From an optimization exercise on the open Yosys and OpenROAD flow, aimed at small area; shortcuts taken in it are not production practice. At most, simulation tests tie the RTL to the original design; equivalence was not proved. The RTL of run 2 was laid out without a check of its function. No activity file was given, so power comes from the tool's default toggle rates.

==> flow/design.v <==
package readout_pkg;
    typedef logic [7:0]  byte_t;            
    typedef logic [3:0]  channel_cnt_t;     
    typedef logic [31:0] word_t;            
    typedef logic [31:0] rbcp_addr_t;       
    typedef logic [6:0]  fifo_count_t;      
    typedef logic [7:0]  pace_cnt_t;        
    typedef logic [3:0]  credit_t;          
    localparam int FIFO_DEPTH = 64;                     
    localparam pace_cnt_t READ_DELAY_CYCLES = 8'd200;
    localparam credit_t TX_CREDITS = 4'd8;              
    typedef enum logic [1:0] {
        PACER_IDLE,      
        PACER_WAIT,      
        PACER_DRAIN      
    } pacer_state_e;
endpackage
module sample_fifo (
    input  logic               CLK_200M,
    input  logic               CNT125M,
    input  logic               flush_i,       
    input  logic               wr_en_i,
    input  readout_pkg::byte_t wr_data_i,
    input  logic               rd_en_i,       
    output readout_pkg::byte_t rd_data_o,     
    output logic               empty_o,
    output logic               full_o
);
    logic [8*readout_pkg::FIFO_DEPTH-1:0] mem;       
    readout_pkg::fifo_count_t             count;     
    logic                                 wr_ok;     
    assign full_o  = count[6];
    assign empty_o = (count == '0);
    assign wr_ok   = wr_en_i & ~full_o & ~flush_i;   
    always_ff @(posedge CLK_200M) begin
        if (wr_ok) begin
            mem <= {mem[8*readout_pkg::FIFO_DEPTH-9:0], wr_data_i};
        end
    end
    assign rd_data_o = mem[8*count[5:0] +: 8];
    always_ff @(posedge CLK_200M or posedge CNT125M) begin
        if (CNT125M) begin
            count <= '0;
        end else if (flush_i) begin
            count <= '0;                     
        end else begin
            case ({wr_ok, rd_en_i})
                2'b10:   count <= count + 1'b1;
                2'b01:   count <= count - 1'b1;
                default: count <= count;     
            endcase
        end
    end
endmodule
module readout_pacer (
    input  logic                      CLK_200M,
    input  logic                      CNT125M,
    input  logic                      tcp_open_i,        
    input  logic                      trigger_i,         
    input  readout_pkg::channel_cnt_t rd_channels_i,
    input  logic                      fifo_empty_i,
    input  readout_pkg::byte_t        fifo_data_i,       
    output logic                      fifo_rd_en_o,
    input  logic                      credit_return_i,   
    output logic                      tx_valid_o,
    output readout_pkg::byte_t        tx_data_o
);
    readout_pkg::pacer_state_e state;
    readout_pkg::pace_cnt_t    cnt;          
    readout_pkg::credit_t      used;         
    assign fifo_rd_en_o = (state == readout_pkg::PACER_DRAIN) &
                          (cnt[5:0] != '0) &
                          ~used[3] &
                          ~fifo_empty_i;
    assign tx_data_o = fifo_data_i;          
    always_ff @(posedge CLK_200M or posedge CNT125M) begin
        if (CNT125M) begin
            state <= readout_pkg::PACER_IDLE;
        end else if (!tcp_open_i) begin
            state <= readout_pkg::PACER_IDLE;        
        end else begin
            case (state)
                readout_pkg::PACER_IDLE: begin
                    if (trigger_i) state <= readout_pkg::PACER_WAIT;
                end
                readout_pkg::PACER_WAIT: begin
                    if (cnt == '0) state <= readout_pkg::PACER_DRAIN;
                end
                readout_pkg::PACER_DRAIN: begin
                    if (cnt[5:0] == '0) state <= readout_pkg::PACER_IDLE;    
                end
                default: begin
                    state <= readout_pkg::PACER_IDLE;
                end
            endcase
        end
    end
    always_ff @(posedge CLK_200M) begin
        case (state)
            readout_pkg::PACER_IDLE: begin
                cnt <= readout_pkg::READ_DELAY_CYCLES;
            end
            readout_pkg::PACER_WAIT: begin
                if (cnt == '0) begin
                    cnt <= {2'b00, rd_channels_i, 2'b00};    
                end else begin
                    cnt <= cnt - 1'b1;
                end
            end
            default: begin
                if (fifo_rd_en_o) cnt <= cnt - 1'b1;
            end
        endcase
    end
    always_ff @(posedge CLK_200M or posedge CNT125M) begin
        if (CNT125M) begin
            used       <= '0;
            tx_valid_o <= 1'b0;
        end else if (!tcp_open_i) begin
            used       <= '0;                        
            tx_valid_o <= 1'b0;                      
        end else begin
            tx_valid_o <= fifo_rd_en_o;              
            case ({fifo_rd_en_o, credit_return_i})
                2'b10:   used <= used + 1'b1;
                2'b01:   used <= used - 1'b1;
                default: used <= used;               
            endcase
        end
    end
endmodule
module rbcp_regs (
    input  logic                    CLK_200M,
    input  logic                    CNT125M,
    input  readout_pkg::rbcp_addr_t rbcp_addr_i,
    input  readout_pkg::byte_t      rbcp_wd_i,
    input  logic                    rbcp_we_i,
    input  logic                    rbcp_re_i,
    output readout_pkg::byte_t      rbcp_rd_o,      
    output logic                    rbcp_ack_o      
);
    readout_pkg::word_t offset_reg;      
    logic               written;         
    always_ff @(posedge CLK_200M or posedge CNT125M) begin
        if (CNT125M) begin
            written    <= 1'b0;
            rbcp_ack_o <= 1'b0;
        end else begin
            if (rbcp_we_i) written <= 1'b1;
            rbcp_ack_o <= rbcp_re_i | rbcp_we_i;
        end
    end
    always_ff @(posedge CLK_200M) begin
        if (rbcp_we_i) begin
            offset_reg <= {rbcp_addr_i[31:2], 2'b00} + {4{rbcp_wd_i}};
        end
    end
    always_ff @(posedge CLK_200M) begin
        rbcp_rd_o <= offset_reg[rbcp_addr_i[1:0]*8 +: 8] & {8{written}};    
    end
endmodule
module readout_top (
    input  logic                      CLK_200M,
    input  logic                      CNT125M,
    input  logic                      sample_valid_i,
    input  readout_pkg::byte_t        sample_data_i,
    input  readout_pkg::channel_cnt_t rd_channels_i,     
    output logic                      fifo_full_o,
    input  logic                      tcp_open_i,
    input  logic                      credit_return_i,
    output logic                      tx_valid_o,
    output readout_pkg::byte_t        tx_data_o,
    input  readout_pkg::rbcp_addr_t   rbcp_addr_i,
    input  readout_pkg::byte_t        rbcp_wd_i,
    input  logic                      rbcp_we_i,
    input  logic                      rbcp_re_i,
    output readout_pkg::byte_t        rbcp_rd_o,
    output logic                      rbcp_ack_o
);
    logic               fifo_wr_en;      
    logic               fifo_flush;
    logic               fifo_rd_en;
    logic               fifo_empty;
    readout_pkg::byte_t fifo_data;
    assign fifo_wr_en = sample_valid_i & tcp_open_i;     
    assign fifo_flush = ~tcp_open_i;
    sample_fifo sample_fifo_inst (
        .CLK_200M  (CLK_200M),
        .CNT125M   (CNT125M),
        .flush_i   (fifo_flush),
        .wr_en_i   (fifo_wr_en),
        .wr_data_i (sample_data_i),
        .rd_en_i   (fifo_rd_en),
        .rd_data_o (fifo_data),
        .empty_o   (fifo_empty),
        .full_o    (fifo_full_o)
    );
    readout_pacer readout_pacer_inst (
        .CLK_200M        (CLK_200M),
        .CNT125M         (CNT125M),
        .tcp_open_i      (tcp_open_i),
        .trigger_i       (fifo_wr_en),
        .rd_channels_i   (rd_channels_i),
        .fifo_empty_i    (fifo_empty),
        .fifo_data_i     (fifo_data),
        .fifo_rd_en_o    (fifo_rd_en),
        .credit_return_i (credit_return_i),
        .tx_valid_o      (tx_valid_o),
        .tx_data_o       (tx_data_o)
    );
    rbcp_regs rbcp_regs_inst (
        .CLK_200M    (CLK_200M),
        .CNT125M     (CNT125M),
        .rbcp_addr_i (rbcp_addr_i),
        .rbcp_wd_i   (rbcp_wd_i),
        .rbcp_we_i   (rbcp_we_i),
        .rbcp_re_i   (rbcp_re_i),
        .rbcp_rd_o   (rbcp_rd_o),
        .rbcp_ack_o  (rbcp_ack_o)
    );
endmodule
==> flow/run.sh <==
#!/bin/bash
# synth_recipe.tcl (not shown) runs the flow's synth.tcl, then flattens the netlist and writes it again
# the make line also repeats each setting of config.mk as NAME=value (left out here)
make -C /OpenROAD-flow-scripts/flow DESIGN_CONFIG=/design/flow/config.mk WORK_HOME=/design/flow/orfs CLKGATE_MAP_FILE= SYNTH_SCRIPT=/design/flow/synth_recipe.tcl finish
==> flow/config.mk <==
export PLATFORM = sky130hd
export DESIGN_NAME = readout_top
export DESIGN_NICKNAME = readout_top
export VERILOG_FILES = /design/flow/design.v
export SDC_FILE = /design/flow/constraint.sdc
export NUM_CORES = 4
export LEC_CHECK = 0
export CAP_MARGIN = 20
export CORE_MARGIN = 2
export CORE_UTILIZATION = 40
export SLEW_MARGIN = 20
==> flow/constraint.sdc <==
create_clock -name core_clock -period 5.0 [get_ports {CLK_200M}]
set_input_delay 1.0000 -clock core_clock [delete_from_list [all_inputs] [get_ports {CLK_200M}]]
set_output_delay 1.0000 -clock core_clock [all_outputs]
set_load 0.01 [all_outputs]
==> summary.txt, run 1 <==
I/O Pins - 78
initial antenna violation count - 1
post-synthesis cell count - 1,218
CP endpoint - tx_data_o[7]
final wirelength - 44.92 mm
leak pwr - 9.062 nW
Area growth syn-to-layout - 16.08%
setup_tns - 0 ns
post-synthesis sequential area ratio - 0.7208
Hold Path Class - reg -> reg
area of the mapped netlist - 23,780 um2
Reg2Reg Launch Point - sample_fifo_inst.count[4]
register bit total from synthesis - 576
Syn Area/Cell - 19.52 um2
Synthesis Warnings - 3
CTS sink cnt - 576
first-pass GRT wire length - 69.95 mm
status - complete, no violations
setup ws final - 0.3963 ns
Port Buffers - 77
post-CTS setup buffer count - 0
Synth area leader - edfxtp_1
Max Slew Vio Count - 0
Layout Utilization - 0.4685
min Tclk post-route - 4.604 ns
CTS hold repair buffers - 0
Power, Total - 11.19 mW
met2 usage - 0.2132
die span in y - 247.8 um
FF-to-FF setup slack - 1.10 ns
CTS Buffer Depth - 3
Finish-stage setup viols - 0
Crit Path Max Fanout - 14
Unique masters post-synth - 58
H-tree levels - 2
wire length per cell - 20.92 um
WHS Path Cells - 0
CTS resizes - 0
clk_skew - 0.03929 ns
Total GRT Usage - 0.1464
Reg clk slew, reported paths - 0.06 ns
largest net degree at the start of global routing - 154
Final Hold Viols - 0
top cells by count, synth - 552 x edfxtp_1, 152 x mux4_2, 56 x nor2_1, 43 x a21oi_1, 43 x nand2_1
ANT cells - 0
CP startpoint - sample_fifo_inst.count[0]
Layout Nets - 1,422
grt total ovfl - 0
Post-synth EDFFs - 552
DP Worst Slack - 0.7033 ns
fmax - 0.2172 GHz
initial cell density of the core - 0.4036
RSZ-0062 raised after global routing - no
Die X - 247.8 um
area share of the largest cell type after synthesis - 0.6972
critical path endpoint category - primary output
Vias - 11,660
Synth Flop Type - edfxtp_1
Syn Nets - 1,317
share of cells above drive strength 1 - 0.2045
gp weighted congestion - 0.8540
RR Endpoint - sample_fifo_inst.count[6]
detailed placement HPWL - 26.78 mm
Synth async-reset ratio - 0.02778
CP Class - reg -> out
antenna violation net count after detailed routing - 0
FF-to-FF path depth - 12
most numerous cell in the Yosys netlist - edfxtp_1
maxcap violations - 0
Worst-Skew Late Latency - 0.64 ns
root buffer cell - clkbuf_16
Post-DP Area - 25,520 um2
Peak VDD IR - 0.2622 mV
Via density - 5.430
Critical Path Start Type - flip-flop
Starting DRT DRC Count - 1,007
vias in the first global route - 11,830
DRC - 0
Std-Cell Rows - 89
period utilization - 0.9207
top cells by area, synth - edfxtp_1 70%, mux4_2 14%, ha_1 1.9%
CTS Buf Count - 59
Worst Max-Slew Pin Slew - 1.009 ns
Die ar. - 61,400 um2
slew margin rel. - 0.3258
grt peak-use layer - met1
met3 Track Usage GR - 0.02757
TritonCTS clock tree - built
Worst Path Required - 4.00 ns
PD cells - 405.5 nW/um2
design area - 27,600 um2
CP Data Arrival Time - 3.60 ns
met1 Track Usage GR - 0.2257
Pre-antenna DRT Iters - 5
core box area - 58,910 um2
Largest register FFs - 512
[per-stage QoR]
step                hold WS (ns)  instances
finish                    0.4179       2147
global route              0.4183       2147
CTS                       0.4095       2146
detailed placement        0.4278       2034
global placement          0.4241       2034
floorplan                 0.4204       1218
[worst min path at each step]
| stage | startpoint | endpoint |
|---|---|---|
| 2_1_floorplan | sample_fifo_inst.mem[31] | sample_fifo_inst.mem[39] |
| 3_3_place_gp | sample_fifo_inst.mem[287] | sample_fifo_inst.mem[295] |
| 3_5_place_dp | sample_fifo_inst.mem[18] | sample_fifo_inst.mem[26] |
| 4_1_cts | sample_fifo_inst.mem[118] | sample_fifo_inst.mem[126] |
| 5_1_grt | sample_fifo_inst.mem[150] | sample_fifo_inst.mem[158] |
| 6_report | sample_fifo_inst.mem[150] | sample_fifo_inst.mem[158] |
[cell type report]
class                           count  area [um2]
Tap cell                          773       967.2
Inverter                           17       63.81
Multi-Input combinational cell    571        6332
Sequential cell                   576       17150
Clock inverter                     35       459.2
Clock buffer                       77        1594
Timing Repair Buffer               98        1036
Fill cell                        4818       31310
[power by group]
| part | total, mW | internal (mW) | switching, mW |
|---|---|---|---|
| Clock | 4.58 | 2.73 | 1.86 |
| Sequential | 5.68 | 5.56 | 0.119 |
| Combinational | 0.932 | 0.464 | 0.469 |
[cells in the final DEF (no fill, tap or decap), types with 12 or more instances in the layout]
cell and instances:
and2_1 12, clkbuf_1 13, inv_1 16, a21o_1 13, nand2_1 42, clkbuf_16 59, ha_1 37, o21ai_0 30
xnor2_1 24, xor2_1 16, nor2_1 55, a21oi_1 41, clkdlybuf4s50_1 77, mux4_2 152, mux2i_1 23, dfrtp_1 13
edfxtp_1 552, buf_4 13
[kinds of logic after synthesis]
| family | share of synthesized area |
|---|---|
| mux | 0.1546 |
| compound gates | 0.04268 |
| xor+xnor | 0.01542 |
| fa+ha+maj | 0.02200 |
| buf+inv | 0.01395 |
| flops | 0.7208 |
| simple gates | 0.03058 |
[layer usage]
metal | wire (um) | up-vias
met2 | 20430 | 210
met4 | 835 | 0
met3 | 1769 | 67
met5 | 0 | -
met1 | 21880 | 6150
li1 | - | 5232
[critical path: stages (launching register included)]
cell             delay (ns)
dfrtp_4                0.67
mux4_2                 0.55
mux4_2                 0.47
a2111oi_0              0.58
nor2_1                 0.20
clkdlybuf4s50_1        0.53
==> run 2, diff against run 1 <==
--- a/flow/design.v
+++ b/flow/design.v
@@ -38,5 +38,12 @@
         end
     end
-    assign rd_data_o = mem[8*count[5:0] +: 8];
+    logic [readout_pkg::FIFO_DEPTH-1:0] sel;
+    always_comb begin
+        rd_data_o = '0;
+        for (int k = 0; k < readout_pkg::FIFO_DEPTH; k++) begin
+            sel[k] = (count[5:0] == k);
+            rd_data_o = rd_data_o | (mem[8*k +: 8] & {8{sel[k]}});
+        end
+    end
     always_ff @(posedge CLK_200M or posedge CNT125M) begin
         if (CNT125M) begin
@@ -140,6 +147,11 @@
     output logic                    rbcp_ack_o      
 );
-    readout_pkg::word_t offset_reg;      
+    logic [31:2]        addr_reg;        
+    readout_pkg::byte_t wd_reg;          
     logic               written;         
+    readout_pkg::byte_t lane_a;          
+    logic               lane_c;          
+    logic [3:1]         carry;           
+    readout_pkg::word_t aligned;
     always_ff @(posedge CLK_200M or posedge CNT125M) begin
         if (CNT125M) begin
@@ -153,9 +165,25 @@
     always_ff @(posedge CLK_200M) begin
         if (rbcp_we_i) begin
-            offset_reg <= {rbcp_addr_i[31:2], 2'b00} + {4{rbcp_wd_i}};
-        end
-    end
-    always_ff @(posedge CLK_200M) begin
-        rbcp_rd_o <= offset_reg[rbcp_addr_i[1:0]*8 +: 8] & {8{written}};    
+            addr_reg <= rbcp_addr_i[31:2];
+            wd_reg   <= rbcp_wd_i;
+        end
+    end
+    assign aligned = {addr_reg, 2'b00};
+    always_comb begin
+        carry[1] = ({1'b0, aligned[7:0]}   + {1'b0, wd_reg}) >> 8;
+        carry[2] = ({1'b0, aligned[15:8]}  + {1'b0, wd_reg} + 9'(carry[1])) >> 8;
+        carry[3] = ({1'b0, aligned[23:16]} + {1'b0, wd_reg} + 9'(carry[2])) >> 8;
+    end
+    always_comb begin
+        lane_a = aligned[rbcp_addr_i[1:0]*8 +: 8];       
+        case (rbcp_addr_i[1:0])
+            2'd0:    lane_c = 1'b0;
+            2'd1:    lane_c = carry[1];
+            2'd2:    lane_c = carry[2];
+            default: lane_c = carry[3];
+        endcase
+    end
+    always_ff @(posedge CLK_200M) begin
+        rbcp_rd_o <= (lane_a + wd_reg + 8'(lane_c)) & {8{written}};
     end
 endmodule
==> flow/flow/run.sh (new file) <==
#!/bin/bash
# The standard layout, with port buffers of the smallest buffer and a clock
# tree without dummy loads. Each tool's output goes to a log in this folder.
set -euo pipefail
bash standard.sh \
  "CTS_ARGS=-sink_clustering_enable -repair_clock_nets -dont_use_dummy_load" \
  "BUFFER_PORTS_ARGS=-buffer_cell sky130_fd_sc_hd__buf_1" \
  finish > standard_make.log 2>&1
==> flow/standard.sh (new file) <==
#!/bin/bash
# synth_recipe.tcl (not shown) runs the flow's synth.tcl, then flattens the netlist and writes it again
# the make line also repeats each setting of config.mk as NAME=value (left out here)
make -C /OpenROAD-flow-scripts/flow DESIGN_CONFIG=/design/flow/config.mk WORK_HOME=/design/flow/orfs CLKGATE_MAP_FILE= SYNTH_SCRIPT=/design/flow/synth_recipe.tcl "${@:-finish}"
removed: flow/run.sh
==> run 2 against run 1 <==
  * Still clean on timing, DRC and antenna
  * Sequential cell count up 6
  * Hold slack worse by 0.049 ns
  * Via count up 21%
  * Clock power down 19%
  * Power down 12%
  * Design area down 7.8%
  * Die area down 5.8%
  * Clock-buffer cell count down 19
  * Non-clock buffer count up 34
  * Critical endpoint is now tx_data_o[1]
==> summary.txt, run 2 <==
status - complete, no violations
setup ws final - 0.2805 ns
register bit total from synthesis - 582
initial antenna violation count - 0
Compound-Gate Fraction of Synth Area - 0.1046
Max Slew Vio Count - 0
Area growth syn-to-layout - 13.72%
area occupied by multi-input gates - 4930 um2
Reg area - 17,320 um2
design area - 25,430 um2
post-synthesis sequential area ratio - 0.7743
Worst Max-Slew Pin Slew - 1.204 ns
Synth area leader - edfxtp_1
top cells by area, synth - edfxtp_1 75%, a22oi_1 8.4%, ha_1 2.0%
Unique masters post-synth - 66
PD cells - 389.0 nW/um2
Synth Area in XOR/XNOR - 0.007329
CP Class - reg -> out
mux cell area share after synthesis - 0.007945
simple-gate share of the synthesized area - 0.07368
grt total ovfl - 0
area share of the largest cell type after synthesis - 0.7492
Reg clk slew, reported paths - 0.06 ns
TritonCTS clock tree - built
post-CTS setup buffer count - 0
top cells by count, synth - 558 x edfxtp_1, 250 x a22oi_1, 86 x nand2_1, 85 x nor2_1, 37 x nand4_1
Crit-path slowest cell - nor2_1
maxcap violations - 0
Via density - 6.259
ANT cells - 0
Critical Path Start Type - flip-flop
leak pwr - 8.589 nW
CTS resizes - 0
Vias - 14,050
CTS hold repair buffers - 0
largest net degree at the start of global routing - 194
DP Worst Slack - 1.097 ns
Post-synth EDFFs - 558
I/O Pins - 78
most frequent cells in the layout - 558 x edfxtp_1, 250 x a22oi_1, 85 x nand2_1
CP Buf/Inv Count - 2
share of cells above drive strength 1 - 0.1122
Fin Hold WS - 0.3694 ns
RSZ-0062 raised after global routing - no
Peak VDD IR - 0.2782 mV
detailed placement HPWL - 43.33 mm
Syn Nets - 1,426
Synth async-reset ratio - 0.02749
Switch Pwr - 2.115 mW
CP Data Arrival Time - 3.72 ns
Hold Path Class - reg -> reg
fmax - 0.2119 GHz
Pre-antenna DRT Iters - 7
Post-DP Area - 23,980 um2
Total GRT Usage - 0.2289
Synth Flop Type - edfxtp_1
Adder-Cell Fraction of Synth Area - 0.02372
most numerous cell in the Yosys netlist - edfxtp_1
Sw Ratio - 0.2138
Crit Path Max Fanout - 21
Finish-stage setup viols - 0
Layout Nets - 1,598
Synthesis Warnings - 3
critical path, cell by cell - nand4b_1 > nor2_1 > buf_4 > a22oi_1 > nand4_1 > nor4_1 > nand3_1 > buf_1
largest family of logic cells by synthesized area - compound AO/OA/AOI/OAI gates
min Tclk post-route - 4.720 ns
CTS Buf Count - 58
H-tree levels - 2
clk_skew - 0.09133 ns
gp weighted congestion - 0.9668
critical path endpoint category - primary output
core box area - 55,200 um2
slew margin rel. - 0.1940
CTS sink cnt - 582
clock share of power - 0.373
P_int - 7.779 mW
final wirelength - 66.29 mm
Port Buffers - 77
CP peak stage delay - 1.01 ns
Comb pwr share - 0.045
antenna violation net count after detailed routing - 0
Worst Path Required - 4.00 ns
most common cell after layout, fill and taps aside - edfxtp_1
Worst-Skew Late Latency - 0.64 ns
area of the mapped netlist - 22,360 um2
root buffer cell - clkbuf_16
first-pass GRT wire length - 92.95 mm
Seq pwr share - 0.582
DRC - 0
Largest register FFs - 512
period utilization - 0.9439
Worst path top cell family by delay - simple AND/OR/NAND/NOR gates
Power, Total - 9.894 mW
Fill cells - 4,755
die span in y - 240.5 um
Std-Cell Rows - 86
Final Hold Viols - 0
initial cell density of the core - 0.4051
post-synthesis cell count - 1,327
Die X - 240.5 um
Die ar. - 57,820 um2
Starting DRT DRC Count - 2,575
CTS Buffer Depth - 3
wire length per cell - 29.53 um
vias in the first global route - 13,350
Syn Area/Cell - 16.85 um2
## run 2: final timing paths
path	from	slack, ns	endpoint	depth (start not counted)
worst max-delay path	sample_fifo_inst.count[1]	0.28	tx_data_o[1]	8
worst min-delay path	sample_fifo_inst.mem[220]	0.37	sample_fifo_inst.mem[228]	0
worst max register to register	sample_fifo_inst.count[0]	1.42	sample_fifo_inst.count[6]	11
worst min register to register	sample_fifo_inst.mem[220]	0.37	sample_fifo_inst.mem[228]	0
max in group asynchronous	CNT125M	4.06	sample_fifo_inst.count[4]	2
min in group asynchronous	CNT125M	0.48	sample_fifo_inst.count[6]	2
## run 2: power groups by stage
stage | combinational, mW | clock (mW) | sequential (mW)
2_1_floorplan | 0.291 | 0 | 5.82
3_3_place_gp | 0.435 | 0 | 5.85
3_5_place_dp | 0.444 | 0 | 5.85
4_1_cts | 0.445 | 3.75 | 5.75
5_1_grt | 0.494 | 3.92 | 5.77
6_report | 0.442 | 3.69 | 5.76
## run 2: final cells by class
class                      count  area share
multi-input combinational    706      0.1938
tap                          748     0.03680
clock buffer                  58     0.05707
timing repair buffer         132     0.02863
inverter                      19    0.002804
sequential                   582      0.6809
## run 2: layer usage
layer | track usage | vias up | part of all wire
li1 | - | 5735 | -
met1 | 0.3189 | 6917 | 0.38
met2 | 0.3208 | 1163 | 0.42
met3 | 0.07669 | 235 | 0.15
met4 | 0.1094 | 2 | 0.052
met5 | 0.006926 | - | 0.00075
## run 2: kinds of logic after synthesis
group           Yosys count
buf+inv                  39
flops                   582
simple gates            322
xor+xnor                 17
fa+ha+maj                40
compound gates          317
mux                      10
## run 2: through the flow
step	std cells	util	setup TNS, ns
6_report	2245	0.4607	0
5_1_grt	2245	0.4607	0
4_1_cts	2245	0.4607	0
3_5_place_dp	2187	0.4344	0
3_3_place_gp	2187	0.4344	0
2_1_floorplan	1327	-	-2193.01
==> run 3, diff against run 2 <==
--- a/flow/design.v
+++ b/flow/design.v
@@ -38,10 +38,18 @@
         end
     end
-    logic [readout_pkg::FIFO_DEPTH-1:0] sel;
+    logic [7:0]         hi, lo;
+    readout_pkg::byte_t grp [8];         
     always_comb begin
+        for (int j = 0; j < 8; j++) begin
+            hi[j] = (count[5:3] == j);
+            lo[j] = (count[2:0] == j);
+        end
         rd_data_o = '0;
-        for (int k = 0; k < readout_pkg::FIFO_DEPTH; k++) begin
-            sel[k] = (count[5:0] == k);
-            rd_data_o = rd_data_o | (mem[8*k +: 8] & {8{sel[k]}});
+        for (int j = 0; j < 8; j++) begin
+            grp[j] = '0;
+            for (int i = 0; i < 8; i++) begin
+                grp[j] = grp[j] | (mem[8*(8*j+i) +: 8] & {8{lo[i]}});
+            end
+            rd_data_o = rd_data_o | (grp[j] & {8{hi[j]}});
         end
     end
@@ -171,7 +179,10 @@
     assign aligned = {addr_reg, 2'b00};
     always_comb begin
-        carry[1] = ({1'b0, aligned[7:0]}   + {1'b0, wd_reg}) >> 8;
-        carry[2] = ({1'b0, aligned[15:8]}  + {1'b0, wd_reg} + 9'(carry[1])) >> 8;
-        carry[3] = ({1'b0, aligned[23:16]} + {1'b0, wd_reg} + 9'(carry[2])) >> 8;
+        logic c;
+        c = 1'b0;
+        for (int i = 0; i < 24; i++) begin
+            c = (aligned[i] & wd_reg[i%8]) | ((aligned[i] | wd_reg[i%8]) & c);
+            if (i % 8 == 7) carry[i/8+1] = c;
+        end
     end
     always_comb begin
==> flow/flow/run.sh (replaced) <==
#!/bin/bash
# The standard layout with three changes:
#  - synthesis maps the logic with an area-oriented ABC script (flow/area.abc);
#    everything else in synthesis, registers included, is the standard one;
#  - port buffers use the smallest buffer;
#  - the clock tree uses small buffers in large clusters, without dummy loads.
# The make output goes to standard_make.log in this folder.
set -euo pipefail
WORK=$(pwd)
cat > "$WORK/area_synth.tcl" <<EOT
proc abc {args} {
  set i [lsearch \$args -script]
  if {\$i >= 0} { lset args [expr {\$i + 1}] $WORK/flow/area.abc }
  yosys abc {*}\$args
}
source $WORK/synth_recipe.tcl
EOT
bash standard.sh \
  "SYNTH_SCRIPT=$WORK/area_synth.tcl" \
  "CTS_ARGS=-sink_clustering_enable -repair_clock_nets -dont_use_dummy_load -buf_list {sky130_fd_sc_hd__clkbuf_2 sky130_fd_sc_hd__clkbuf_4} -sink_clustering_size 10 -sink_clustering_max_diameter 60" \
  "BUFFER_PORTS_ARGS=-buffer_cell sky130_fd_sc_hd__buf_1" \
  finish > standard_make.log 2>&1
==> flow/flow/area.abc (new file) <==
strash
&get -n
&st
&dch
&nf -R 1000
&put
strash
&get -n
&st
&dch
&nf -R 1000
&put
topo
stime -c
==> run 3 against run 2 <==
  * Sequential share of layout area grew 6.0 points
  * Global-route usage decreased by 5.9 points
  * Sequential cell count stayed put
  * Maximum frequency grew 0.62%
  * Routed wire length is 30% lower
  * Clock-buffer cell count grew 11
  * Hold slack got worse by 0.17 ns
  * Utilization is 1.6 points lower
  * First-iteration DRC count shrank 34%
  * Final cell count down 11%
  * Design area decreased by 8.1%
  * Critical endpoint is now tx_data_o[4]
==> summary.txt, run 3 <==
PD cells - 357.7 nW/um2
Die X - 234.3 um
Post-synth EDFFs - 558
Die ar. - 54,900 um2
Port Buffers - 77
most frequent cells in the layout - 558 x edfxtp_1, 108 x a222oi_1, 76 x buf_1
Critical Path Start Type - flip-flop
largest net degree at the start of global routing - 155
Total GRT Usage - 0.1700
Sw Ratio - 0.2316
Crit-path slowest cell - dfrtp_1
critical path endpoint category - primary output
Seq pwr share - 0.685
min Tclk post-route - 4.691 ns
Unique masters post-synth - 38
Vias - 12,060
CP peak stage delay - 0.69 ns
first-pass GRT wire length - 71.37 mm
share of cells above drive strength 1 - 0.1037
Final Hold Viols - 0
die span in y - 234.3 um
status - complete, no violations
Worst Path Required - 4.00 ns
Area growth syn-to-layout - 10.13%
Peak VDD IR - 0.1731 mV
area of the mapped netlist - 21,220 um2
Largest register FFs - 512
grt total ovfl - 0
critical path, cell by cell - nor2_4 > buf_12 > a222oi_1 > nand2_1 > a221oi_1 > o22ai_1 > or4_1 > buf_1
setup ws final - 0.3094 ns
Hold Path Class - in -> async
detailed placement HPWL - 26.14 mm
design area - 23,360 um2
post-synthesis cell count - 1,125
Layout Utilization - 0.4446
Comb pwr share - 0.063
Post-DP Area - 22,780 um2
Starting DRT DRC Count - 1,711
CP Class - reg -> out
Synthesis Warnings - 4
initial antenna violation count - 2
DRC - 0
CTS Buffer Depth - 3
wire length per cell - 23.33 um
Crit Path Max Fanout - 37
area share of the largest cell type after synthesis - 0.7898
Synth area leader - edfxtp_1
antenna violation net count after detailed routing - 0
most numerous cell in the Yosys netlist - edfxtp_1
period utilization - 0.9381
root buffer cell - clkbuf_4
Finish-stage setup viols - 0
Syn Nets - 1,202
Layout Nets - 1,390
CTS hold repair buffers - 0
top cells by count, synth - 558 x edfxtp_1, 108 x a222oi_1, 66 x nand2_1, 51 x a22oi_1, 40 x a21oi_1
Pre-antenna DRT Iters - 9
final wirelength - 46.65 mm
Power, Total - 8.358 mW
core box area - 52,550 um2
Reg clk slew, reported paths - 0.11 ns
H-tree levels - 3
Switch Pwr - 1.935 mW
FF-to-FF path depth - 28
CTS sink cnt - 582
Synth async-reset ratio - 0.02749
Worst-Skew Late Latency - 0.81 ns
TritonCTS clock tree - built
P_int - 6.423 mW
I/O Pins - 78
vias in the first global route - 11,960
initial cell density of the core - 0.4037
Max Slew Vio Count - 0
clock share of power - 0.253
CP Data Arrival Time - 3.69 ns
maxcap violations - 0
CTS Buf Count - 69
most common cell after layout, fill and taps aside - edfxtp_1
Fill cells - 4,574
clk_skew - 0.05777 ns
leak pwr - 7.321 nW
Std-Cell Rows - 84
RSZ-0062 raised after global routing - no
register bit total from synthesis - 582
Syn Area/Cell - 18.86 um2
fmax - 0.2132 GHz
gp weighted congestion - 0.7994
Worst Max-Slew Pin Slew - 1.039 ns
Synth Flop Type - edfxtp_1
DP Worst Slack - 0.1004 ns
Reg area - 17,320 um2
area occupied by multi-input gates - 3943 um2
top cells by area, synth - edfxtp_1 79%, a222oi_1 5.1%, dfrtp_1 1.9%
Via density - 6.028
slew margin rel. - 0.3058
post-synthesis sequential area ratio - 0.8162
[run 3: cell type report]
cell class / count / area share
diodes: 1 / 0.0001071
clock buffers: 69 / 0.02217
inverters: 17 / 0.002731
multi-input cells: 526 / 0.1687
flip-flops and latches: 582 / 0.7413
well taps: 688 / 0.03684
repair buffers: 117 / 0.02812
[run 3: kinds of logic (layout without fill, tap and decap cells)]
kind of cell | Yosys count | after routing | synth area share
xor gates and xnor gates | 16 | 16 | 0.006606
adders and majority gates | 19 | 19 | 0.01250
buffers and inverters | 17 | 203 | 0.003008
AOI/OAI and AO/OA | 336 | 336 | 0.1221
DFF | 582 | 582 | 0.8162
other | 0 | 1 | 0
muxes | 6 | 6 | 0.006369
and+or+nand+nor | 149 | 149 | 0.03314
[run 3: worst paths after layout]
path	slack, ns	start	endpoint
max	0.31	sample_fifo_inst.count[2]	tx_data_o[4]
max in group asynchronous	4.46	CNT125M	readout_pacer_inst.tx_valid_o
min	0.20	CNT125M	readout_pacer_inst.used[0]
max reg2reg	0.42	rbcp_regs_inst.wd_reg[3]	rbcp_regs_inst.rbcp_rd_o[7]
min in group core_clock	0.36	sample_data_i[5]	sample_fifo_inst.mem[5]
min reg2reg	0.40	sample_fifo_inst.mem[158]	sample_fifo_inst.mem[166]
[run 3: worst max-delay path, delay by kind of cell (launching register included)]
family                 cells  cell delay [ns]
AND/OR/NAND/NOR            3             0.95
AO/OA/AOI/OAI              3             0.83
flip-flops                 1             0.69
buffers and inverters      2             0.46
[run 3: power by group through the flow]
| stage | registers, mW | logic (mW) | clock network (mW) |
|---|---|---|---|
| finish | 5.72 | 0.526 | 2.11 |
| global route | 5.75 | 0.589 | 2.38 |
| CTS | 5.72 | 0.522 | 2.22 |
| detailed placement | 5.83 | 0.522 | 0 |
| global placement | 5.82 | 0.513 | 0 |
| floorplan | 5.83 | 0.324 | 0 |
[run 3: through the flow]
step                instances  hold WS, ns  setup TNS, ns
global route             2000       0.1818              0
floorplan                1125       0.4252       -2117.91
finish                   2000       0.1953              0
CTS                      1995       0.1102              0
global placement         1926       0.4262              0
detailed placement       1926       0.4326              0
[run 3: metal layers]
layer	global-route usage	part of all wire	up-vias
li1	-	-	5279
met4	0.06564	0.024	2
met2	0.2584	0.47	566
met3	0.03709	0.085	73
met5	0	0.00034	-
met1	0.2401	0.42	6135
[run 3: what timing repair did]
| item | in CTS | in global routing |
|---|---|---|
| setup endpoints to repair | 5 | 9 |
| resized for setup | 2 | 16 |
| setup buffers | 0 | 4 |
| hold endpoints to repair | 0 | 0 |
| pin swaps | 0 | 2 |
==> run 4, diff against run 3 <==
--- a/flow/flow/run.sh
+++ b/flow/flow/run.sh
@@ -18,5 +18,5 @@
 bash standard.sh \
   "SYNTH_SCRIPT=$WORK/area_synth.tcl" \
-  "CTS_ARGS=-sink_clustering_enable -repair_clock_nets -dont_use_dummy_load -buf_list {sky130_fd_sc_hd__clkbuf_2 sky130_fd_sc_hd__clkbuf_4} -sink_clustering_size 10 -sink_clustering_max_diameter 60" \
+  "CTS_ARGS=-sink_clustering_enable -repair_clock_nets -dont_use_dummy_load -buf_list {sky130_fd_sc_hd__clkbuf_2 sky130_fd_sc_hd__clkbuf_4} -sink_clustering_size 9 -sink_clustering_max_diameter 60" \
   "BUFFER_PORTS_ARGS=-buffer_cell sky130_fd_sc_hd__buf_1" \
   finish > standard_make.log 2>&1
--- a/flow/flow/area.abc
+++ b/flow/flow/area.abc
@@ -1,2 +1,8 @@
+strash
+&get -n
+&st
+&dch
+&nf -R 1000
+&put
 strash
 &get -n
==> run 4 against run 3 <==
  * Power increased by 0.20%
  * Maximum frequency decreased by 0.76%
  * Die area decreased by 0.24%
  * Routed wire length decreased by 2.3%
  * Utilization decreased by 0.099 points
  * Clock skew increased by 0.0045 ns
  * Combinational power decreased by 8.0%
  * Sequential share of layout area increased by 0.32 points
  * Clock power increased by 3%
  * Critical path type unchanged
==> summary.txt, run 4 <==
most frequent cells in the layout - 558 x edfxtp_1, 115 x a222oi_1, 76 x buf_1
maxcap violations - 0
period utilization - 0.9453
post-CTS setup buffer count - 0
Area growth syn-to-layout - 9.926%
slew margin rel. - 0.3536
CTS Buffer Depth - 3
Port Buffers - 77
Pre-antenna DRT Iters - 9
core box area - 52,450 um2
Vias - 11,870
gp weighted congestion - 0.7907
area of the mapped netlist - 21,160 um2
most numerous cell in the Yosys netlist - edfxtp_1
Placed Cells incl. Taps - 1,898
setup_tns - 0 ns
simple-gate share of the synthesized area - 0.02820
CTS hold repair buffers - 0
Peak VDD IR - 0.2079 mV
status - complete, no violations
Synth async-reset ratio - 0.02749
Max Slew Vio Count - 0
vias in the first global route - 11,860
Unique masters post-synth - 40
Post-synth EDFFs - 558
largest family of logic cells by synthesized area - compound AO/OA/AOI/OAI gates
Fin Hold WS - 0.1855 ns
Synthesis Warnings - 4
CP Class - reg -> out
Total GRT Usage - 0.1670
Finish-stage setup viols - 0
initial antenna violation count - 1
final wirelength - 45.59 mm
Hold Path Class - in -> async
Power, Total - 8.375 mW
clk_skew - 0.06225 ns
Worst-Skew Late Latency - 0.81 ns
I/O Pins - 78
Via density - 6.012
CP startpoint - sample_fifo_inst.count[2]
Worst Max-Slew Pin Slew - 0.9669 ns
Adder-Cell Fraction of Synth Area - 0.01253
mux cell area share after synthesis - 0.006385
largest net degree at the start of global routing - 175
Compound-Gate Fraction of Synth Area - 0.1254
wire length per cell - 23.09 um
Synth Flop Type - edfxtp_1
setup ws final - 0.2735 ns
Synth Area in XOR/XNOR - 0.006621
PD cells - 360.0 nW/um2
Synth area leader - edfxtp_1
first-pass GRT wire length - 69.86 mm
Worst Path Required - 4.00 ns
Critical Path Start Type - flip-flop
CP Data Arrival Time - 3.73 ns
Starting DRT DRC Count - 1,615
H-tree levels - 3
CTS sink cnt - 582
grt total ovfl - 0
fmax - 0.2116 GHz
leak pwr - 7.192 nW
Reg2Reg Launch Point - rbcp_regs_inst.wd_reg[3]
Finished Layout Cells - 1,974
DRC - 0
Largest register FFs - 512
antenna violation net count after detailed routing - 0
most common cell after layout, fill and taps aside - edfxtp_1
Syn Nets - 1,178
Die X - 234.0 um
share of cells above drive strength 1 - 0.1027
top cells by area, synth - edfxtp_1 79%, a222oi_1 5.4%, a22oi_1 2.0%
initial cell density of the core - 0.4035
detailed placement HPWL - 25.21 mm
post-synthesis sequential area ratio - 0.8182
Crit Path Max Fanout - 28
critical path endpoint category - primary output
post-synthesis cell count - 1,101
area share of the largest cell type after synthesis - 0.7917
Layout Nets - 1,364
register bit total from synthesis - 582
CTS resizes - 0
Die ar. - 54,770 um2
min Tclk post-route - 4.727 ns
CTS Buf Count - 75
top cells by count, synth - 558 x edfxtp_1, 115 x a222oi_1, 57 x a31oi_1, 56 x a22oi_1, 54 x nand2_1
root buffer cell - clkbuf_4
die span in y - 234.0 um
Reg clk slew, reported paths - 0.11 ns
TritonCTS clock tree - built
Std-Cell Rows - 84
Final Hold Viols - 0
DP Worst Slack - 0.04185 ns
Syn Area/Cell - 19.22 um2
run 4: changes by cell type after synthesis, sizes merged, moves of 9 or more:
cell / previous run / this run
a21oi: 40 / 26
a221oi: 29 / 17
nand3: 21 / 5
nand2: 66 / 54
a31oi: 26 / 57
nor4: 4 / 13
o22ai: 27 / 12
run 4: final cells by class:
cell class / instances / area [um2]
tap: 688 / 860.8
antenna: 1 / 2.502
fill: 4531 / 29180
sequential: 582 / 17320
inverter: 15 / 56.30
clock buffer: 75 / 563.0
multi-input combinational: 504 / 3882
timing repair buffer: 109 / 580.6
run 4: worst max-delay path, stage by stage, from the launching register on:
cell,delay [ns]
dfrtp_1,0.57
and3b_2,0.60
a222oi_1,0.40
a31oi_1,0.13
or4_1,0.52
or4_1,0.58
buf_1,0.16
run 4: layer usage:
layer	share of wire	global-route usage	up-vias
met5	0	0	-
met4	0.021	0.06032	0
met3	0.077	0.02979	68
met2	0.47	0.2575	527
met1	0.43	0.2389	6053
li1	-	-	5219
run 4: power by group:
| group | internal (mW) | switching (mW) | total [mW] |
|---|---|---|---|
| Clock | 0.693 | 1.48 | 2.17 |
| Combinational | 0.176 | 0.308 | 0.484 |
| Sequential | 5.59 | 0.131 | 5.72 |
run 4: cells by family (layout without fill, tap and decap cells):
kind of cell,after synthesis,in the layout
AOI/OAI and AO/OA,338,338
muxes,6,6
xor gates and xnor gates,16,16
other,0,1
and+or+nand+nor,125,125
adders and majority gates,19,19
buffers and inverters,15,199
DFF,582,582
run 4: path summary, 6_finish.rpt:
path                                                to  slack [ns]  cells past startpoint
setup / recovery                          tx_data_o[2]        0.27                      6
hold / removal               rbcp_regs_inst.rbcp_ack_o        0.19                      2
setup reg to reg           rbcp_regs_inst.rbcp_rd_o[7]        0.35                     28
hold reg to reg              sample_fifo_inst.mem[193]        0.38                      0
max in group asynchronous       rbcp_regs_inst.written        4.47                      2
min in group core_clock      sample_fifo_inst.mem[193]        0.38                      0
run 4: through the flow:
stage	cell area, um2	util
finish	23260	0.4436
global route	23260	0.4436
CTS	23250	0.4432
detailed placement	22680	0.4325
global placement	22680	0.4325
floorplan	21210	-
==> run 5, diff against run 4 <==
--- a/flow/design.v
+++ b/flow/design.v
@@ -83,8 +83,8 @@
     readout_pkg::pacer_state_e state;
     readout_pkg::pace_cnt_t    cnt;          
-    readout_pkg::credit_t      used;         
+    readout_pkg::credit_t      credits;      
     assign fifo_rd_en_o = (state == readout_pkg::PACER_DRAIN) &
                           (cnt[5:0] != '0) &
-                          ~used[3] &
+                          (credits != '0) &
                           ~fifo_empty_i;
     assign tx_data_o = fifo_data_i;          
@@ -130,15 +130,15 @@
     always_ff @(posedge CLK_200M or posedge CNT125M) begin
         if (CNT125M) begin
-            used       <= '0;
+            credits    <= readout_pkg::TX_CREDITS;
             tx_valid_o <= 1'b0;
         end else if (!tcp_open_i) begin
-            used       <= '0;                        
+            credits    <= readout_pkg::TX_CREDITS;   
             tx_valid_o <= 1'b0;                      
         end else begin
             tx_valid_o <= fifo_rd_en_o;              
             case ({fifo_rd_en_o, credit_return_i})
-                2'b10:   used <= used + 1'b1;
-                2'b01:   used <= used - 1'b1;
-                default: used <= used;               
+                2'b10:   credits <= credits - 1'b1;
+                2'b01:   credits <= credits + 1'b1;
+                default: credits <= credits;         
             endcase
         end
==> run 5 against run 4 <==
  * Global-route usage grew 0.35 points
  * Synthesized cell count shrank 1.1%
  * Utilization is essentially flat
  * Synthesized area is essentially flat
  * Critical endpoint is now tx_data_o[0]
  * Critical path type unchanged
  * Clock skew shrank 0.023 ns
  * Routed wire length grew 2.8%
  * Register-to-register slack gained 0.15 ns
==> summary.txt, run 5 <==
initial antenna violation count - 1
Hold Path Class - in -> async
Worst Max-Slew Pin Slew - 1.073 ns
top cells by area, synth - edfxtp_1 79%, a222oi_1 5.7%, a22oi_1 2.3%
grt total ovfl - 0
status - complete, no violations
CTS Buffer Depth - 3
largest net degree at the start of global routing - 208
DRC - 0
Total GRT Usage - 0.1705
gp weighted congestion - 0.8102
Vias - 11,920
min Tclk post-route - 4.722 ns
most numerous cell in the Yosys netlist - edfxtp_1
CTS hold repair buffers - 0
post-synthesis sequential area ratio - 0.8190
root buffer cell - clkbuf_4
Port Buffers - 77
Max Slew Vio Count - 0
CP Class - reg -> out
first-pass GRT wire length - 71.08 mm
Layout Nets - 1,344
detailed placement HPWL - 24.95 mm
Reg clk slew, reported paths - 0.10 ns
slew margin rel. - 0.2846
vias in the first global route - 11,830
CTS sink cnt - 582
Worst Path Required - 4.00 ns
antenna violation net count after detailed routing - 0
Starting DRT DRC Count - 1,855
critical path, cell by cell - and3b_2 > a222oi_1 > a31oi_1 > or4_1 > or4_1 > buf_1
Synth area leader - edfxtp_1
Area growth syn-to-layout - 9.936%
CTS Buf Count - 75
PD cells - 360.9 nW/um2
Via density - 6.100
register bit total from synthesis - 582
initial cell density of the core - 0.4032
Worst-Skew Late Latency - 0.78 ns
Syn Nets - 1,166
Largest register FFs - 512
critical path endpoint category - primary output
Worst path top cell family by delay - simple AND/OR/NAND/NOR gates
top cells by count, synth - 558 x edfxtp_1, 121 x a222oi_1, 65 x a22oi_1, 60 x a31oi_1, 39 x nand2_1
H-tree levels - 3
most frequent cells in the layout - 558 x edfxtp_1, 121 x a222oi_1, 76 x buf_1
maxcap violations - 0
Pre-antenna DRT Iters - 6
period utilization - 0.9443
clk_skew - 0.03969 ns
TritonCTS clock tree - built
Fill cells - 4,482
wire length per cell - 23.98 um
Critical Path Start Type - flip-flop
Synthesis Warnings - 4
Finished Layout Cells - 1,954
Crit Path Max Fanout - 22
Synth Flop Type - edfxtp_1
most common cell after layout, fill and taps aside - edfxtp_1
die span in y - 233.9 um
final wirelength - 46.85 mm
Die ar. - 54,720 um2
Die X - 233.9 um
area share of the largest cell type after synthesis - 0.7925
share of cells above drive strength 1 - 0.09802
Std-Cell Rows - 84
post-synthesis cell count - 1,089
setup_tns - 0 ns
area of the mapped netlist - 21,140 um2
crit-path most repeated cell - or4_1
Synth async-reset ratio - 0.02749
I/O Pins - 78
CP Buf/Inv Count - 1
fmax - 0.2118 GHz
Unique masters post-synth - 42
Final Hold Viols - 0
CP peak stage delay - 0.69 ns
Peak VDD IR - 0.1635 mV
Post-synth EDFFs - 558
core box area - 52,450 um2
leak pwr - 7.132 nW
Placed Cells incl. Taps - 1,873
Crit-path slowest cell - dfrtp_1
CP Data Arrival Time - 3.72 ns
Syn Area/Cell - 19.42 um2
Finish-stage setup viols - 0
-- run 5: area by class of cell --
type	count	area (um2)	share of cell area
Sequential cell	582	17320	0.7450
Multi-Input combinational cell	495	3872	0.1666
Tap cell	688	860.8	0.03703
Timing Repair Buffer	101	583.1	0.02508
Clock buffer	75	563.0	0.02422
Inverter	12	45.04	0.001938
Antenna cell	1	2.502	0.0001077
-- run 5: path summary, 6_finish.rpt --
path	from	end	slack [ns]	depth (start not counted)
setup reg to reg	rbcp_regs_inst.wd_reg[3]	rbcp_regs_inst.rbcp_rd_o[6]	0.50	28
max in group asynchronous	CNT125M	sample_fifo_inst.count[2]	4.46	2
hold reg to reg	sample_fifo_inst.mem[499]	sample_fifo_inst.mem[507]	0.44	0
min in group core_clock	sample_data_i[1]	sample_fifo_inst.mem[1]	0.37	1
hold / removal	CNT125M	rbcp_regs_inst.rbcp_ack_o	0.18	2
setup / recovery	sample_fifo_inst.count[0]	tx_data_o[0]	0.28	6
-- run 5: logic make-up after synthesis --
logic type | synth area share
adders and majority gates | 0.01207
DFF | 0.8190
xor gates and xnor gates | 0.006213
muxes | 0.006923
buffers and inverters | 0.002130
AOI/OAI and AO/OA | 0.1264
and+or+nand+nor | 0.02722
-- run 5: through the flow --
step | area, um2 | setup slack [ns] | hold slack, ns | utilization | power, mW
6_report | 23240 | 0.2783 | 0.1833 | 0.4432 | 8.390
5_1_grt | 23240 | -0.04737 | 0.1808 | 0.4432 | 8.768
4_1_cts | 23200 | 0.1330 | 0.1073 | 0.4424 | 8.502
3_5_place_dp | 22640 | 0.2028 | 0.4339 | 0.4316 | 6.323
3_3_place_gp | 22640 | 0.2692 | 0.4285 | 0.4316 | 6.308
2_1_floorplan | 21190 | -6.515 | 0.4252 | - | 6.132
-- run 5: routing by layer --
layer | vias to the layer above | track usage | wire length (um)
met2 | 584 | 0.2540 | 21730
met5 | - | 0 | 0
met3 | 79 | 0.03247 | 3678
met4 | 0 | 0.06270 | 1096
met1 | 6053 | 0.2502 | 20350
li1 | 5203 | - | -
-- run 5: timing repair --
action,CTS,global route
gates resized for setup,0,8
buffers inserted,0,5
setup endpoints to repair,0,4
-- run 5: where the power goes --
group	switching [mW]	total, mW	leakage (nW)	internal [mW]
clock	1.47	2.17	0.345	0.693
sequential	0.138	5.72	5.54	5.59
combinational	0.311	0.498	1.25	0.187
==> run 6, diff against run 5 <==
--- a/flow/flow/run.sh
+++ b/flow/flow/run.sh
@@ -4,5 +4,6 @@
 #    everything else in synthesis, registers included, is the standard one;
 #  - port buffers use the smallest buffer;
-#  - the clock tree uses small buffers in large clusters, without dummy loads.
+#  - the clock tree is built from small clock buffers (clkbuf_2/clkbuf_4), each
+#    driving a cluster of at most 9 registers, without dummy loads.
 # The make output goes to standard_make.log in this folder.
 set -euo pipefail
==> run 6 against run 5 <==
  * Clock power hardly changed
  * Design area unchanged
  * Utilization unchanged
  * Sequential power about the same
  * Clock skew unchanged
  * Maximum frequency is the same
  * Die area unchanged
  * Combinational power about the same
  * First-iteration DRC count did not move
  * Sequential cell count unchanged
  * Hold slack is the same
  * Routed wire length did not move
  * Largest power group unchanged
==> summary.txt, run 6 <==
Syn Area/Cell - 19.42 um2
core box area - 52,450 um2
Adder-Cell Fraction of Synth Area - 0.01207
fmax - 0.2118 GHz
gp weighted congestion - 0.8102
Pre-antenna DRT Iters - 6
Hold Path Class - in -> async
initial cell density of the core - 0.4032
top cells by area, synth - edfxtp_1 79%, a222oi_1 5.7%, a22oi_1 2.3%
TritonCTS clock tree - built
Worst-Skew Late Latency - 0.78 ns
Critical Path Start Type - flip-flop
CP startpoint - sample_fifo_inst.count[0]
area share of the largest cell type after synthesis - 0.7925
H-tree levels - 3
initial antenna violation count - 1
Worst Path Required - 4.00 ns
leak pwr - 7.132 nW
clk_skew - 0.03969 ns
Final Hold Viols - 0
most common cell after layout, fill and taps aside - edfxtp_1
grt total ovfl - 0
simple-gate share of the synthesized area - 0.02722
PD cells - 360.9 nW/um2
Worst Max-Slew Pin Slew - 1.073 ns
Syn Nets - 1,166
Die ar. - 54,720 um2
CTS sink cnt - 582
Unique masters post-synth - 42
CTS Buffer Depth - 3
Std-Cell Rows - 84
period utilization - 0.9443
CP Class - reg -> out
Area growth syn-to-layout - 9.936%
Compound-Gate Fraction of Synth Area - 0.1264
Synth area leader - edfxtp_1
largest net degree at the start of global routing - 208
wire length per cell - 23.98 um
register bit total from synthesis - 582
Largest register FFs - 512
area of the mapped netlist - 21,140 um2
RR Endpoint - rbcp_regs_inst.rbcp_rd_o[6]
Post-synth EDFFs - 558
Peak VDD IR - 0.1635 mV
root buffer cell - clkbuf_4
status - complete, no violations
post-synthesis cell count - 1,089
setup ws final - 0.2783 ns
I/O Pins - 78
Finished Layout Cells - 1,954
Synth Area in XOR/XNOR - 0.006213
largest family of logic cells by synthesized area - compound AO/OA/AOI/OAI gates
Reg2Reg Launch Point - rbcp_regs_inst.wd_reg[3]
Finish-stage setup viols - 0
Total GRT Usage - 0.1705
Layout Nets - 1,344
Placed Cells incl. Taps - 1,873
Starting DRT DRC Count - 1,855
CP Data Arrival Time - 3.72 ns
Port Buffers - 77
Synthesis Warnings - 4
Max Slew Vio Count - 0
maxcap violations - 0
DP Worst Slack - 0.2028 ns
slew margin rel. - 0.2846
share of cells above drive strength 1 - 0.09802
Via density - 6.100
Die X - 233.9 um
first-pass GRT wire length - 71.08 mm
most numerous cell in the Yosys netlist - edfxtp_1
min Tclk post-route - 4.722 ns
FF-to-FF setup slack - 0.50 ns
Reg clk slew, reported paths - 0.10 ns
CTS Buf Count - 75
antenna violation net count after detailed routing - 0
critical path endpoint category - primary output
Crit Path Max Fanout - 22
vias in the first global route - 11,830
final wirelength - 46.85 mm
mux cell area share after synthesis - 0.006923
Synth async-reset ratio - 0.02749
DRC - 0
most frequent cells in the layout - 558 x edfxtp_1, 121 x a222oi_1, 76 x buf_1
FF-to-FF path depth - 28
top cells by count, synth - 558 x edfxtp_1, 121 x a222oi_1, 65 x a22oi_1, 60 x a31oi_1, 39 x nand2_1
Synth Flop Type - edfxtp_1
die span in y - 233.9 um
post-synthesis sequential area ratio - 0.8190
Vias - 11,920
detailed placement HPWL - 24.95 mm
-- run 6: cell counts after synthesis --
No cell type changed its count.
-- run 6: power by group --
part           internal (mW)  total [mW]  switching, mW
clock                  0.693        2.17           1.47
combinational          0.187       0.498          0.311
sequential              5.59        5.72          0.138
-- run 6: through the flow --
stage                     total power [mW]  area [um2]  hold slack (ns)  utilization   TNS, ns
final                                8.390       23240           0.1833       0.4432         0
after detailed placement             6.323       22640           0.4339       0.4316         0
after CTS                            8.502       23200           0.1073       0.4424         0
after global routing                 8.768       23240           0.1808       0.4432  -0.06245
after floorplan                      6.132       21190           0.4252            -  -2117.90
after global placement               6.308       22640           0.4285       0.4316         0
-- run 6: cells by family (layout without fill, tap and decap cells) --
kind of cell	after synthesis	count (layout)
xor gates and xnor gates	15	15
and+or+nand+nor	116	116
AOI/OAI and AO/OA	339	339
other	0	1
adders and majority gates	18	18
DFF	582	582
muxes	7	7
buffers and inverters	12	188
-- run 6: repair_timing --
item | in CTS | in global routing
endpoints found under the setup margin | 0 | 4
hold buffers | 0 | 0
resized for setup | 0 | 8
setup buffers | 0 | 5
hold endpoints to repair | 0 | 0
-- run 6: layout make-up --
| class | count | area, um2 |
|---|---|---|
| inverters | 12 | 45.04 |
| well taps | 688 | 860.8 |
| clock buffers | 75 | 563.0 |
| repair buffers | 101 | 583.1 |
| diodes | 1 | 2.502 |
| flip-flops and latches | 582 | 17320 |
| multi-input cells | 495 | 3872 |
| fillers | 4482 | 29200 |
-- run 6: critical path, stage by stage, from the launching register on --
cell and delay (ns):
dfrtp_1 0.69, and3b_2 0.50, a222oi_1 0.44, a31oi_1 0.13
or4_1 0.53, or4_1 0.47, buf_1 0.16
-- run 6: routing by layer --
| layer | routed length [um] | GRT usage |
|---|---|---|
| met2 | 21730 | 0.2540 |
| met5 | 0 | 0 |
| met4 | 1096 | 0.06270 |
| met3 | 3678 | 0.03247 |
| met1 | 20350 | 0.2502 |
-- run 6: worst max path at each step --
stage	slack, ns	cells after the start	endpoint
final	0.28	6	tx_data_o[0]
after global routing	-0.05	28	rbcp_regs_inst.rbcp_rd_o[6]
after CTS	0.13	7	tx_data_o[1]
after detailed placement	0.20	28	rbcp_regs_inst.rbcp_rd_o[6]
after global placement	0.27	28	rbcp_regs_inst.rbcp_rd_o[6]
after floorplan	-6.51	12	sample_fifo_inst.count[6]

[static timing again, ports no longer ideal]
How much do the figures lean on ideal ports? The routed layouts below were timed once more, with nothing changed but the port constraints. Step 1 assumes that a clkbuf_16 drives the clock port and a buf_2 every other input. Step 2 adds t to the input delays and takes it off the output delays; t is the mean of the earliest and latest rising clock arrival at the registers after step 1. Input paths then give back, and output paths get back, about the clock's delay inside the block. a / b / c = no drivers / after step 1 / after step 2; a / b = the first two.
run | t (ns) | setup slack, ns | worst register clock-pin slew, ns
run 1 | 0.680 | 0.396 / 0.336 / 0.856 | 0.06 / 0.06
run 2 | 0.649 | 0.280 / 0.222 / 0.872 | 0.07 / 0.07
run 3 | 0.827 | 0.309 / 0.251 / 0.417 | 0.12 / 0.12
run 4 | 0.808 | 0.273 / 0.224 / 0.346 | 0.11 / 0.11
run 5 | 0.816 | 0.278 / 0.226 / 0.504 | 0.11 / 0.11
run 6 | 0.816 | 0.278 / 0.226 / 0.504 | 0.11 / 0.11
After both steps every run listed still meets setup and hold.
